Context: an optimization exercise on an open-source flow, tuned for small area, a short achievable clock period and few clock cycles. The choices shown serve that exercise and are no tape-out recipe.
The RTL was checked by simulation tests, not by an equivalence proof against the original design.
Power and IR drop assume default switching activity.

`flow/run.sh`:
```
#!/bin/bash
# synth_recipe.tcl (not shown) runs the flow's synth.tcl, then flattens the netlist and writes it again
# the make line also repeats each setting of config.mk as NAME=value (left out here)
make -C /OpenROAD-flow-scripts/flow DESIGN_CONFIG=/design/flow/config.mk WORK_HOME=/design/flow/orfs CLKGATE_MAP_FILE= SYNTH_SCRIPT=/design/flow/synth_recipe.tcl finish
```
`flow/config.mk`:
```
export PLATFORM = sky130hd
export DESIGN_NAME = ray_bounce_path_in_box
export DESIGN_NICKNAME = ray_bounce_path_in_box
export VERILOG_FILES = /design/flow/design.v
export SDC_FILE = /design/flow/constraint.sdc
export NUM_CORES = 4
export LEC_CHECK = 0
export CAP_MARGIN = 20
export CORE_MARGIN = 2
export CORE_UTILIZATION = 40
export SLEW_MARGIN = 20
```
`flow/constraint.sdc`:
```
create_clock -name core_clock -period 12.5 [get_ports {i_clk}]
set_input_delay 2.5000 -clock core_clock [delete_from_list [all_inputs] [get_ports {i_clk}]]
set_output_delay 2.5000 -clock core_clock [all_outputs]
set_load 0.01 [all_outputs]
```
`flow/design.v`:
```
`timescale 1ns / 1ps
`default_nettype none
package rbp_pkg;
    typedef logic signed [15:0] t_coord16;
    typedef logic        [2:0]  t_cfg_idx;
    typedef logic        [15:0] t_cfg_data;
    typedef logic        [2:0]  t_seg_num;
    localparam t_cfg_idx CFG_RAIL_LEFT   = 3'd0;
    localparam t_cfg_idx CFG_RAIL_RIGHT  = 3'd1;
    localparam t_cfg_idx CFG_RAIL_TOP    = 3'd2;
    localparam t_cfg_idx CFG_RAIL_BOTTOM = 3'd3;
    localparam t_cfg_idx CFG_GAIN        = 3'd4;
    localparam t_cfg_idx CFG_SPEED_LIMIT = 3'd5;
    localparam t_cfg_idx CFG_PREVIEW     = 3'd6;
    localparam logic signed [15:0] RST_RAIL_LEFT   = 16'sd0;
    localparam logic signed [15:0] RST_RAIL_RIGHT  = 16'sd16383;
    localparam logic signed [15:0] RST_RAIL_TOP    = 16'sd0;
    localparam logic signed [15:0] RST_RAIL_BOTTOM = 16'sd8191;
    localparam logic        [11:0] RST_GAIN        = 12'd256;
    localparam logic        [15:0] RST_SPEED_LIMIT = 16'd16000;
    typedef logic [2:0] t_hit;
    localparam t_hit HIT_NONE   = 3'd0;
    localparam t_hit HIT_LEFT   = 3'd1;
    localparam t_hit HIT_RIGHT  = 3'd2;
    localparam t_hit HIT_TOP    = 3'd3;
    localparam t_hit HIT_BOTTOM = 3'd4;
    typedef logic [1:0] t_dst;
    localparam t_dst DST_CX = 2'd2;
    localparam t_dst DST_CY = 2'd3;
endpackage
`default_nettype wire
`timescale 1ns / 1ps
`default_nettype none
module ray_bounce_path_in_box #(
    parameter int MAX_SEGMENTS = 8,
    parameter int COORD_BITS   = 16
) (
    input  wire                 i_clk,
    input  wire                 i_rst_n,
    input  wire                 i_cfg_we,
    input  rbp_pkg::t_cfg_idx   i_cfg_idx,
    input  rbp_pkg::t_cfg_data  i_cfg_data,
    input  wire                 i_in_valid,
    output logic                o_in_stall,
    input  rbp_pkg::t_coord16   i_start_x,
    input  rbp_pkg::t_coord16   i_start_y,
    input  rbp_pkg::t_coord16   i_aim_x,
    input  rbp_pkg::t_coord16   i_aim_y,
    output logic                o_out_valid,
    input  wire                 i_out_stall,
    output rbp_pkg::t_coord16   o_seg_start_x,
    output rbp_pkg::t_coord16   o_seg_start_y,
    output rbp_pkg::t_coord16   o_seg_end_x,
    output rbp_pkg::t_coord16   o_seg_end_y,
    output rbp_pkg::t_seg_num   o_segment_number,
    output logic                o_over_speed,
    output logic                o_last_segment
);
    localparam int IW  = (COORD_BITS < 12) ? 12 : ((COORD_BITS > 30) ? 30 : COORD_BITS);
    localparam int SEG_LIMIT = (MAX_SEGMENTS < 1) ? 1 : ((MAX_SEGMENTS > 8) ? 8 : MAX_SEGMENTS);
    localparam int DW  = IW + 1;
    localparam int MW  = (DW > 25) ? DW : 25;
    localparam int PW  = 2 * MW;
    localparam int NW  = PW + 1;
    localparam int QW  = IW + 3;
    localparam int SW  = QW + 2;
    localparam int CW  = $clog2(QW + 1);
    localparam int OVW = 60;
    localparam int OW  = ((IW > 16) ? IW : 16) + 1;
    localparam logic signed [SW-1:0] W_HI = SW'((64'sd1 <<< (IW - 1)) - 64'sd1);
    localparam logic signed [SW-1:0] W_LO = -W_HI - SW'(1);
    localparam logic signed [OW-1:0] O_HI = OW'(32767);
    localparam logic signed [OW-1:0] O_LO = -O_HI - OW'(1);
    localparam logic [2:0] LAST_K = 3'(SEG_LIMIT - 1);
    localparam logic [4:0] S_IDLE = 5'd0;
    localparam logic [4:0] S_PX2  = 5'd1;
    localparam logic [4:0] S_PY2  = 5'd2;
    localparam logic [4:0] S_G2   = 5'd3;
    localparam logic [4:0] S_GLO  = 5'd4;
    localparam logic [4:0] S_GHI  = 5'd5;
    localparam logic [4:0] S_LIM  = 5'd6;
    localparam logic [4:0] S_OVC  = 5'd7;
    localparam logic [4:0] S_EXM  = 5'd8;
    localparam logic [4:0] S_EYM  = 5'd9;
    localparam logic [4:0] S_CLS  = 5'd10;
    localparam logic [4:0] S_CP   = 5'd11;
    localparam logic [4:0] S_CQL  = 5'd12;
    localparam logic [4:0] S_CCL  = 5'd13;
    localparam logic [4:0] S_CCR  = 5'd14;
    localparam logic [4:0] S_CLIP = 5'd15;
    localparam logic [4:0] S_DIVI = 5'd16;
    localparam logic [4:0] S_DIVR = 5'd17;
    localparam logic [4:0] S_DIVD = 5'd18;
    localparam logic [4:0] S_EMIT = 5'd19;
    localparam logic [4:0] S_WAIT = 5'd20;
    localparam logic [4:0] S_EXD  = 5'd21;
    localparam logic [4:0] S_EYD  = 5'd22;
    function automatic logic signed [IW-1:0] sat_w(input logic signed [SW-1:0] v);
        if (v > W_HI) begin
            sat_w = W_HI[IW-1:0];
        end else if (v < W_LO) begin
            sat_w = W_LO[IW-1:0];
        end else begin
            sat_w = v[IW-1:0];
        end
    endfunction
    function automatic logic signed [15:0] sat16(input logic signed [IW-1:0] v);
        logic signed [OW-1:0] e;
        e = OW'(v);
        if (e > O_HI) begin
            sat16 = O_HI[15:0];
        end else if (e < O_LO) begin
            sat16 = O_LO[15:0];
        end else begin
            sat16 = e[15:0];
        end
    endfunction
    logic signed [15:0] r_rail_left, r_rail_right, r_rail_top, r_rail_bottom;
    logic [11:0]        r_gain;
    logic [15:0]        r_speed_limit;
    logic               r_preview;
    always_ff @(posedge i_clk) begin
        if (!i_rst_n) begin
            r_rail_left   <= rbp_pkg::RST_RAIL_LEFT;
            r_rail_right  <= rbp_pkg::RST_RAIL_RIGHT;
            r_rail_top    <= rbp_pkg::RST_RAIL_TOP;
            r_rail_bottom <= rbp_pkg::RST_RAIL_BOTTOM;
            r_gain        <= rbp_pkg::RST_GAIN;
            r_speed_limit <= rbp_pkg::RST_SPEED_LIMIT;
            r_preview     <= 1'b1;
        end else if (i_cfg_we) begin
            case (i_cfg_idx)
                rbp_pkg::CFG_RAIL_LEFT:   r_rail_left   <= i_cfg_data;
                rbp_pkg::CFG_RAIL_RIGHT:  r_rail_right  <= i_cfg_data;
                rbp_pkg::CFG_RAIL_TOP:    r_rail_top    <= i_cfg_data;
                rbp_pkg::CFG_RAIL_BOTTOM: r_rail_bottom <= i_cfg_data;
                rbp_pkg::CFG_GAIN:        r_gain        <= i_cfg_data[11:0];
                rbp_pkg::CFG_SPEED_LIMIT: r_speed_limit <= i_cfg_data;
                rbp_pkg::CFG_PREVIEW:     r_preview     <= i_cfg_data[0];
                default: ;
            endcase
        end
    end
    logic signed [IW-1:0] c_l, c_r, c_t, c_b;
    assign c_l = sat_w(SW'(r_rail_left));
    assign c_r = sat_w(SW'(r_rail_right));
    assign c_t = sat_w(SW'(r_rail_top));
    assign c_b = sat_w(SW'(r_rail_bottom));
    logic [4:0]           r_state;
    logic signed [IW-1:0] r_sx, r_sy, r_ex, r_ey, r_cx, r_cy, r_rx, r_ry;
    logic signed [IW-1:0] r_rail_tb;
    logic signed [DW-1:0] r_dx, r_dy;
    logic signed [16:0]   r_px, r_py;
    logic signed [PW-1:0] r_prod, r_p;
    logic [OVW-1:0]       r_acc;
    logic [33:0]          r_len2;
    logic [23:0]          r_g2;
    logic                 r_over, r_last;
    logic [2:0]           r_k;
    rbp_pkg::t_hit                 r_hit;
    rbp_pkg::t_dst                 r_dst;
    logic [DW-1:0]        r_dud, r_drem;
    logic [QW-1:0]        r_dlow, r_dq;
    logic [CW-1:0]        r_dcnt;
    logic                 r_dneg, r_dovf;
    logic                 r_ovalid;
    logic signed [15:0]   r_osx, r_osy, r_oex, r_oey;
    logic [2:0]           r_ok;
    logic                 r_oover, r_olast;
    logic signed [DW-1:0] w_tb_sy, w_l_sx, w_r_sx, w_rs_sx;
    logic signed [DW-1:0] w_dx, w_dy;
    logic signed [IW-1:0] w_rail_s;
    assign w_rail_s = (r_hit == rbp_pkg::HIT_LEFT) ? c_l : c_r;
    assign w_tb_sy  = DW'(r_rail_tb) - DW'(r_sy);
    assign w_l_sx   = DW'(c_l) - DW'(r_sx);
    assign w_r_sx   = DW'(c_r) - DW'(r_sx);
    assign w_rs_sx  = DW'(w_rail_s) - DW'(r_sx);
    assign w_dx     = DW'(r_ex) - DW'(r_sx);
    assign w_dy     = DW'(r_ey) - DW'(r_sy);
    logic signed [MW-1:0] m_a, m_b;
    logic signed [PW-1:0] w_prod;
    logic                 w_side;
    assign w_side = (r_hit == rbp_pkg::HIT_LEFT) || (r_hit == rbp_pkg::HIT_RIGHT);
    always_comb begin
        m_a = '0;
        m_b = '0;
        case (r_state)
            S_PX2: begin m_a = MW'(r_px); m_b = MW'(r_px); end
            S_PY2: begin m_a = MW'(r_py); m_b = MW'(r_py); end
            S_G2:  begin m_a = MW'(r_gain); m_b = MW'(r_gain); end
            S_GLO: begin m_a = MW'(r_prod[23:0]); m_b = MW'(r_len2[16:0]); end
            S_GHI: begin m_a = MW'(r_g2); m_b = MW'(r_len2[33:17]); end
            S_LIM: begin
                m_a = MW'({r_speed_limit, 8'd0});
                m_b = MW'({r_speed_limit, 8'd0});
            end
            S_EXM: begin m_a = MW'(r_gain); m_b = MW'(r_px); end
            S_EYM: begin m_a = MW'(r_gain); m_b = MW'(r_py); end
            S_CP:  begin m_a = MW'(w_tb_sy); m_b = MW'(r_dx); end
            S_CQL: begin m_a = MW'(w_l_sx); m_b = MW'(r_dy); end
            S_CCL: begin m_a = MW'(w_r_sx); m_b = MW'(r_dy); end
            S_CLIP: begin
                if (w_side) begin
                    m_a = MW'(w_rs_sx);
                    m_b = MW'(r_dy);
                end else begin
                    m_a = MW'(w_tb_sy);
                    m_b = MW'(r_dx);
                end
            end
            default: ;
        endcase
    end
    assign w_prod = m_a * m_b;
    logic w_top, w_bot, w_lft, w_rgt;
    assign w_top = r_ey < c_t;
    assign w_bot = r_ey > c_b;
    assign w_lft = r_ex < c_l;
    assign w_rgt = r_ex > c_r;
    logic w_cross_l, w_cross_r;
    assign w_cross_l = r_dy[DW-1] ? (r_prod < r_p) : (r_p < r_prod);
    assign w_cross_r = r_dy[DW-1] ? (r_p < r_prod) : (r_prod < r_p);
    logic signed [DW-1:0] w_den;
    logic [PW-1:0]        w_un;
    logic [DW-1:0]        w_ud;
    logic [NW-1:0]        w_n;
    always_comb begin
        case (r_dst)
            rbp_pkg::DST_CY:  w_den = r_dx;
            default: w_den = r_dy;
        endcase
    end
    assign w_un = r_prod[PW-1] ? PW'(-r_prod) : PW'(r_prod);
    assign w_ud = w_den[DW-1] ? DW'(-w_den) : DW'(w_den);
    assign w_n  = NW'(w_un) + NW'(w_ud >> 1);
    logic [PW-1:0]        w_scl;
    logic [QW-1:0]        w_smag;
    logic signed [QW:0]   w_sq;
    logic signed [IW-1:0] w_gbase, w_gupd;
    assign w_scl   = (w_un + PW'(128)) >> 8;
    assign w_smag  = ((w_scl >> QW) != '0) ? '1 : w_scl[QW-1:0];
    assign w_sq    = r_prod[PW-1] ? -$signed({1'b0, w_smag}) : $signed({1'b0, w_smag});
    assign w_gbase = (r_state == S_EYD) ? r_sy : r_sx;
    assign w_gupd  = sat_w(SW'(w_gbase) + SW'(w_sq));
    logic [DW:0] w_rem2;
    logic        w_ge;
    assign w_rem2 = {r_drem, r_dlow[QW-1]};
    assign w_ge   = w_rem2 >= {1'b0, r_dud};
    logic [QW-1:0]        w_qmag;
    logic signed [QW:0]   w_q;
    logic signed [IW-1:0] w_base, w_upd;
    assign w_qmag = r_dovf ? '1 : r_dq;
    assign w_q    = r_dneg ? -$signed({1'b0, w_qmag}) : $signed({1'b0, w_qmag});
    assign w_base = (r_dst == rbp_pkg::DST_CX) ? r_sx : r_sy;
    assign w_upd  = sat_w(SW'(w_base) + SW'(w_q));
    always_ff @(posedge i_clk) begin
        r_prod <= w_prod;
        if (!i_rst_n) begin
            r_state  <= S_IDLE;
            r_ovalid <= 1'b0;
        end else begin
            case (r_state)
                S_IDLE: begin
                    if (i_in_valid) begin
                        r_sx  <= sat_w(SW'(i_start_x));
                        r_sy  <= sat_w(SW'(i_start_y));
                        r_px  <= 17'(i_start_x) - 17'(i_aim_x);
                        r_py  <= 17'(i_start_y) - 17'(i_aim_y);
                        r_k   <= '0;
                        if (r_preview) begin
                            r_state <= S_PX2;
                        end
                    end
                end
                S_PX2: r_state <= S_PY2;
                S_PY2: begin
                    r_acc   <= OVW'(r_prod);
                    r_state <= S_G2;
                end
                S_G2: begin
                    r_len2  <= 34'(r_acc + OVW'(r_prod));
                    r_state <= S_GLO;
                end
                S_GLO: begin
                    r_g2    <= r_prod[23:0];
                    r_state <= S_GHI;
                end
                S_GHI: begin
                    r_acc   <= OVW'(r_prod);
                    r_state <= S_LIM;
                end
                S_LIM: begin
                    r_acc   <= r_acc + (OVW'(r_prod) << 17);
                    r_state <= S_OVC;
                end
                S_OVC: begin
                    r_over  <= r_acc >= OVW'(r_prod);
                    r_state <= S_EXM;
                end
                S_EXM: r_state <= S_EXD;
                S_EXD: begin
                    r_ex    <= w_gupd;
                    r_state <= S_EYM;
                end
                S_EYM: r_state <= S_EYD;
                S_EYD: begin
                    r_ey    <= w_gupd;
                    r_state <= S_CLS;
                end
                S_CLS: begin
                    r_dx <= w_dx;
                    r_dy <= w_dy;
                    r_rail_tb <= w_top ? c_t : c_b;
                    if (w_top || w_bot) begin
                        if (w_dy != '0) begin
                            r_hit   <= w_top ? rbp_pkg::HIT_TOP : rbp_pkg::HIT_BOTTOM;
                            r_state <= S_CP;
                        end else begin
                            if (w_lft) begin
                                r_hit <= rbp_pkg::HIT_LEFT;
                            end else if (w_rgt) begin
                                r_hit <= rbp_pkg::HIT_RIGHT;
                            end else begin
                                r_hit <= w_top ? rbp_pkg::HIT_TOP : rbp_pkg::HIT_BOTTOM;
                            end
                            r_state <= S_CLIP;
                        end
                    end else if (w_lft || w_rgt) begin
                        r_hit   <= w_lft ? rbp_pkg::HIT_LEFT : rbp_pkg::HIT_RIGHT;
                        r_state <= S_CLIP;
                    end else begin
                        r_hit   <= rbp_pkg::HIT_NONE;
                        r_cx    <= r_ex;
                        r_cy    <= r_ey;
                        r_last  <= 1'b1;
                        r_state <= S_EMIT;
                    end
                end
                S_CP:  r_state <= S_CQL;
                S_CQL: begin
                    r_p     <= r_prod;
                    r_state <= S_CCL;
                end
                S_CCL: begin
                    if (w_cross_l) begin
                        r_hit   <= rbp_pkg::HIT_LEFT;
                        r_state <= S_CLIP;
                    end else begin
                        r_state <= S_CCR;
                    end
                end
                S_CCR: begin
                    if (w_cross_r) begin
                        r_hit <= rbp_pkg::HIT_RIGHT;
                    end
                    r_state <= S_CLIP;
                end
                S_CLIP: begin
                    r_last <= (r_k == LAST_K);
                    if (w_side) begin
                        r_cx <= w_rail_s;
                        r_rx <= sat_w((SW'(w_rail_s) <<< 1) - SW'(r_ex));
                        r_ry <= r_ey;
                        if (r_dx != '0) begin
                            r_dst   <= rbp_pkg::DST_CY;
                            r_state <= S_DIVI;
                        end else begin
                            r_cy    <= r_ey;
                            r_state <= S_EMIT;
                        end
                    end else begin
                        r_cy <= r_rail_tb;
                        r_rx <= r_ex;
                        r_ry <= sat_w((SW'(r_rail_tb) <<< 1) - SW'(r_ey));
                        if (r_dy != '0) begin
                            r_dst   <= rbp_pkg::DST_CX;
                            r_state <= S_DIVI;
                        end else begin
                            r_cx    <= r_ex;
                            r_state <= S_EMIT;
                        end
                    end
                end
                S_DIVI: begin
                    r_dneg  <= r_prod[PW-1] ^ w_den[DW-1];
                    r_dud   <= w_ud;
                    r_dovf  <= (w_n >> QW) >= NW'(w_ud);
                    r_drem  <= DW'(w_n >> QW);
                    r_dlow  <= w_n[QW-1:0];
                    r_dq    <= '0;
                    r_dcnt  <= '0;
                    r_state <= S_DIVR;
                end
                S_DIVR: begin
                    r_drem <= w_ge ? DW'(w_rem2 - {1'b0, r_dud}) : DW'(w_rem2);
                    r_dq   <= {r_dq[QW-2:0], w_ge};
                    r_dlow <= r_dlow << 1;
                    r_dcnt <= r_dcnt + 1'b1;
                    if (r_dcnt == CW'(QW - 1)) begin
                        r_state <= S_DIVD;
                    end
                end
                S_DIVD: begin
                    case (r_dst)
                        rbp_pkg::DST_CX: begin
                            r_cx    <= w_upd;
                            r_state <= S_EMIT;
                        end
                        default: begin
                            r_cy    <= w_upd;
                            r_state <= S_EMIT;
                        end
                    endcase
                end
                S_EMIT: begin
                    r_osx    <= sat16(r_sx);
                    r_osy    <= sat16(r_sy);
                    r_oex    <= sat16(r_cx);
                    r_oey    <= sat16(r_cy);
                    r_ok     <= r_k;
                    r_oover  <= r_over;
                    r_olast  <= r_last;
                    r_ovalid <= 1'b1;
                    r_state  <= S_WAIT;
                end
                S_WAIT: begin
                    if (!i_out_stall) begin
                        r_ovalid <= 1'b0;
                        if (r_olast) begin
                            r_state <= S_IDLE;
                        end else begin
                            r_sx    <= r_cx;
                            r_sy    <= r_cy;
                            r_ex    <= r_rx;
                            r_ey    <= r_ry;
                            r_k     <= r_k + 1'b1;
                            r_state <= S_CLS;
                        end
                    end
                end
                default: r_state <= S_IDLE;
            endcase
        end
    end
    assign o_in_stall       = (r_state != S_IDLE) || !i_rst_n;
    assign o_out_valid      = r_ovalid;
    assign o_seg_start_x    = r_osx;
    assign o_seg_start_y    = r_osy;
    assign o_seg_end_x      = r_oex;
    assign o_seg_end_y      = r_oey;
    assign o_segment_number = r_ok;
    assign o_over_speed     = r_oover;
    assign o_last_segment   = r_olast;
endmodule
`default_nettype wire
```
==> impl_metrics.prom <==
# TYPE chip_impl_metric gauge
chip_impl_info{name="status",value="complete, no violations"} 1
chip_impl_metric{name="detailedRoute.firstIterationViolations",unit=""} 7520
chip_impl_metric{name="fin_crit",unit="ns"} 11.86
chip_impl_metric{name="num_rows",unit=""} 157
chip_impl_metric{name="setup_violations",unit=""} 0
chip_impl_metric{name="grt_overflow_total",unit=""} 0
chip_impl_metric{name="distinct_cells_synth",unit=""} 97
chip_impl_metric{name="routed-via-count",unit=""} 63200
chip_impl_metric{name="relSlewSlack",unit="%"} 23.9
chip_impl_metric{name="gp_congestion",unit=""} 1.02
chip_impl_info{name="cts_tree",value="built"} 1
chip_impl_metric{name="worstPathMaxFanout",unit=""} 32
chip_impl_info{name="setup.worst_path.start",value="r_hit[0]"} 1
chip_impl_metric{name="power_per_standard_cell_area",unit="nW/µm²"} 193
chip_impl_info{name="worstReg2RegStart",value="r_hit[0]"} 1
chip_impl_info{name="synthDominantAreaCellType",value="edfxtp_1"} 1
chip_impl_metric{name="worstMarginPinSlew",unit="ns"} 1.14
chip_impl_metric{name="grt_antenna_before_repair",unit=""} 6
chip_impl_metric{name="tritoncts_num_sinks",unit=""} 686
chip_impl_metric{name="finalNetCount",unit=""} 9804
chip_impl_metric{name="drive_gt1_share",unit="%"} 5.60
chip_impl_info{name="worst_path_max_delay_cell",value="and4_1"} 1
chip_impl_metric{name="final-hold-violation-count",unit=""} 0
chip_impl_metric{name="final_worst_path_period_share",unit="%"} 94.9
chip_impl_metric{name="clk-insertion-delay-late",unit="ns"} 0.72
chip_impl_metric{name="clock-skew-final",unit="ns"} 0.0469
chip_impl_metric{name="ios",unit=""} 159
chip_impl_info{name="grt_most_used_layer",value="met2"} 1
chip_impl_metric{name="flow.area_growth_from_synthesis",unit="%"} 10.6
chip_impl_metric{name="power",unit="mW"} 15.8
chip_impl_metric{name="post-route-drc-count",unit=""} 0
chip_impl_metric{name="postRouteAntennaNets",unit=""} 0
chip_impl_metric{name="die-width",unit="µm"} 434
chip_impl_metric{name="hold_path_depth",unit=""} 0
chip_impl_metric{name="post-dp-hpwl",unit="µm"} 219000
chip_impl_metric{name="grt_pass1_wl",unit="µm"} 403000
chip_impl_metric{name="post_synth_instance_area",unit="µm²"} 74000
chip_impl_metric{name="synth_fp_nets",unit=""} 9762
chip_impl_info{name="yosys-top-cells-area",value="edfxtp_1 (22%), fa_1 (18%), ha_1 (11%)"} 1
chip_impl_metric{name="synth_seq_cells",unit=""} 686
chip_impl_metric{name="cts-buffers-inserted",unit=""} 83
chip_impl_metric{name="floorplan.initialDensity",unit="%"} 40.3
chip_impl_metric{name="grt.met2_usage",unit="%"} 41.9
chip_impl_metric{name="required",unit="ns"} 13.13
chip_impl_metric{name="timing.setup.tns",unit="ns"} 0
chip_impl_metric{name="synthDominantCellAreaShare",unit="%"} 21.8
chip_impl_metric{name="final_area",unit="µm²"} 81800
chip_impl_metric{name="via_per_inst",unit=""} 5.78
chip_impl_metric{name="synth_async_sr_flop_share",unit="%"} 0
chip_impl_metric{name="post_dp_cell_area",unit="µm²"} 78900
chip_impl_metric{name="drt_pre_antenna_iters",unit=""} 7
chip_impl_metric{name="maximum_capacitance_violations",unit=""} 0
chip_impl_metric{name="grt_pass1_vias",unit=""} 60700
chip_impl_metric{name="syn_avg_cell_area",unit="µm²"} 8.86
chip_impl_info{name="hold_path.class",value="flip-flop to flip-flop"} 1
chip_impl_metric{name="mapped_cells",unit=""} 8353
chip_impl_info{name="startpoint_type",value="flip-flop"} 1
chip_impl_metric{name="clock.fmax",unit="MHz"} 84.3
chip_impl_metric{name="synth_warnings",unit=""} 1
chip_impl_info{name="crit_top_cell",value="fa_1"} 1
chip_impl_metric{name="cp.arrival",unit="ns"} 12.49
chip_impl_metric{name="die-height",unit="µm"} 434
chip_impl_info{name="crit_type",value="flip-flop to flip-flop"} 1
chip_impl_metric{name="finalMaxSlewViolations",unit=""} 0
chip_impl_metric{name="crit_path_max_incr_delay",unit="ns"} 0.66
chip_impl_metric{name="htreeDepth",unit=""} 3
chip_impl_metric{name="wl_per_cell",unit="µm"} 25.2
chip_impl_metric{name="reg2reg_depth",unit=""} 41
chip_impl_metric{name="static-leakage-power",unit="nW"} 36.4
chip_impl_info{name="critical_path.endpoint",value="r_prod[47]"} 1
chip_impl_info{name="yosys-top-cells-count",value="inv_1 (1232), nand2_1 (1000), fa_1 (674), nor2_1 (665), ha_1 (647)"} 1
chip_impl_metric{name="grt_start_max_net_pins",unit=""} 67
chip_impl_metric{name="cts.path.max_buffers",unit=""} 3
chip_impl_metric{name="post_cts_hold_buffer_count",unit=""} 0
chip_impl_metric{name="grt_util_met3",unit="%"} 5.94
chip_impl_info{name="synth_flop_cell",value="edfxtp_1"} 1
chip_impl_metric{name="synth.yosys.seq_area_share",unit="%"} 25.8
chip_impl_metric{name="global_route.usage.total",unit="%"} 29.0
chip_impl_metric{name="worst_ir_drop_vdd",unit="µV"} 153
chip_impl_info{name="crit_path_end_kind",value="flip-flop"} 1
chip_impl_info{name="synthMostInstantiatedCell",value="inv_1"} 1
chip_impl_info{name="rsz0062_at_grt",value="no"} 1
chip_impl_info{name="cts_root_buf",value="clkbuf_16"} 1
chip_impl_metric{name="rrSetupSlack",unit="ns"} 0.64
chip_impl_metric{name="core-area",unit="µm²"} 183000
chip_impl_metric{name="die-area",unit="µm²"} 188000
chip_impl_metric{name="place.port_buffers",unit=""} 158
chip_impl_metric{name="drt_wl_total",unit="µm"} 276000
chip_impl_info{name="reg2reg_to",value="r_prod[47]"} 1
chip_impl_metric{name="clock_slew_at_the_register_clock_pins_of_the_worst_setup_and_hold_paths",unit="ns"} 0.06
chip_impl_metric{name="synth_edf_count",unit=""} 537
chip_impl_metric{name="grt_use_met1",unit="%"} 41.5
-- cells in the final DEF (no fill, tap or decap), drive strengths merged, types with 47 or more instances in the layout --
cell type / count
nand4: 90
o21a: 47
nor3: 168
inv: 1238
clkbuf: 116
nand2b: 101
o21ai: 392
ha: 647
and3: 53
a21o: 178
a211o: 51
a31oi: 47
nand3: 142
edfxtp: 537
and2: 50
dfxtp: 149
nand2: 1000
a22oi: 60
buf: 197
a21oi: 407
nor2b: 89
xnor2: 276
nor2: 665
o211ai: 57
xor2: 132
mux2i: 51
clkdlybuf4s50: 157
nor4: 48
fa: 674
-- how the worst min path moves through the flow --
stage,startpoint,end,slack [ns]
final,r_over,r_oover,0.42
after CTS,r_over,r_oover,0.42
after global placement,r_over,r_oover,0.41
after global routing,r_last,r_olast,0.43
after floorplan,r_last,r_olast,0.40
after detailed placement,r_over,r_oover,0.41
-- cells by family after synthesis --
| kind of cell | count (synthesis) | synth area share (%) |
|---|---|---|
| buf+inv | 1633 | 8.35 |
| flops | 686 | 25.8 |
| compound gates | 1667 | 14.9 |
| fa+ha+maj | 1321 | 29.2 |
| xor+xnor | 408 | 4.83 |
| simple gates | 2577 | 16.1 |
| mux | 61 | 0.857 |
-- critical path, delay by kind of cell (launching register included) --
family / cells / cell delay, ns
compound gates: 17 / 4.02
simple gates: 8 / 2.06
fa+ha+maj: 9 / 4.29
buf+inv: 6 / 0.81
flops: 1 / 0.40
xor+xnor: 1 / 0.15
-- where the power goes --
part / internal, mW / leakage (nW) / switching [mW]
clock network: 1.49 / 1.40 / 1.08
logic: 3.61 / 29.0 / 6.52
registers: 2.81 / 6.09 / 0.320
-- stage by stage --
stage	setup slack [ns]	util, %	hold WS, ns	instances
finish	0.636	44.6	0.421	10900
global route	0.00919	44.6	0.431	10900
CTS	0.579	44.6	0.422	10900
detailed placement	0.663	43.0	0.407	10800
global placement	0.657	43.0	0.407	10800
floorplan	2.04	-	0.400	8353
-- routing by layer --
layer	vias up	wire length (µm)
li1	28300	-
met1	31300	119000
met4	6	14000
met2	3016	114000
met3	546	27800
met5	-	41
-- final cells by class --
cell class / instances / area, µm²
clock buffers: 116 / 2380
well taps: 2464 / 3080
clock inverters: 39 / 483
multi-input cells: 6034 / 49000
flip-flops and latches: 686 / 19100
repair buffers: 354 / 3080
diodes: 5 / 12.5
fillers: 17900 / 102000
inverters: 1236 / 4640
-- timing repair --
action                                 in CTS  in global routing
endpoints found under the hold margin       0                  0
resized for setup                           0                  4
setup endpoints to repair                   0                  7
buffers inserted                            0                  4
-- state kept, by name (all words and copies together), names as in the netlist, 17 cells and up --
register	cells
r_acc	60
r_drem	17
r_dq	19
r_dy	17
r_dx	17
r_px	17
r_len2	34
r_g2	24
r_py	17
r_dlow	19
r_p	50
r_dud	17
r_prod	50
Testbench counts, summed over its fixed seeds: cycles 64,237.

## afterwards: timing with drivers on the ports
In the flow no input, the clock included, has a driving cell. The finished layout below was timed again as built, in two steps.
Step 1 assumes that a clkbuf_16 drives the clock port and a buf_2 every other input.
Step 2 also shifts input and output timing later by t, the mid clock arrival at the registers, as if the neighbouring blocks saw the same clock.
Three values: ideal, step 1, step 2; two values: the first two.
t (ns): 0.769
setup WS [ns]: 0.636 / 0.636 / 0.636
hold slack, ns: 0.421 / 0.421 / 0.421
worst slew at a driven data input, ns: 0.06
After both steps setup and hold are still met in this run. For this run, drivers alone change the setup slack by 0.000 ns; drivers and shift together by 0.000 ns.
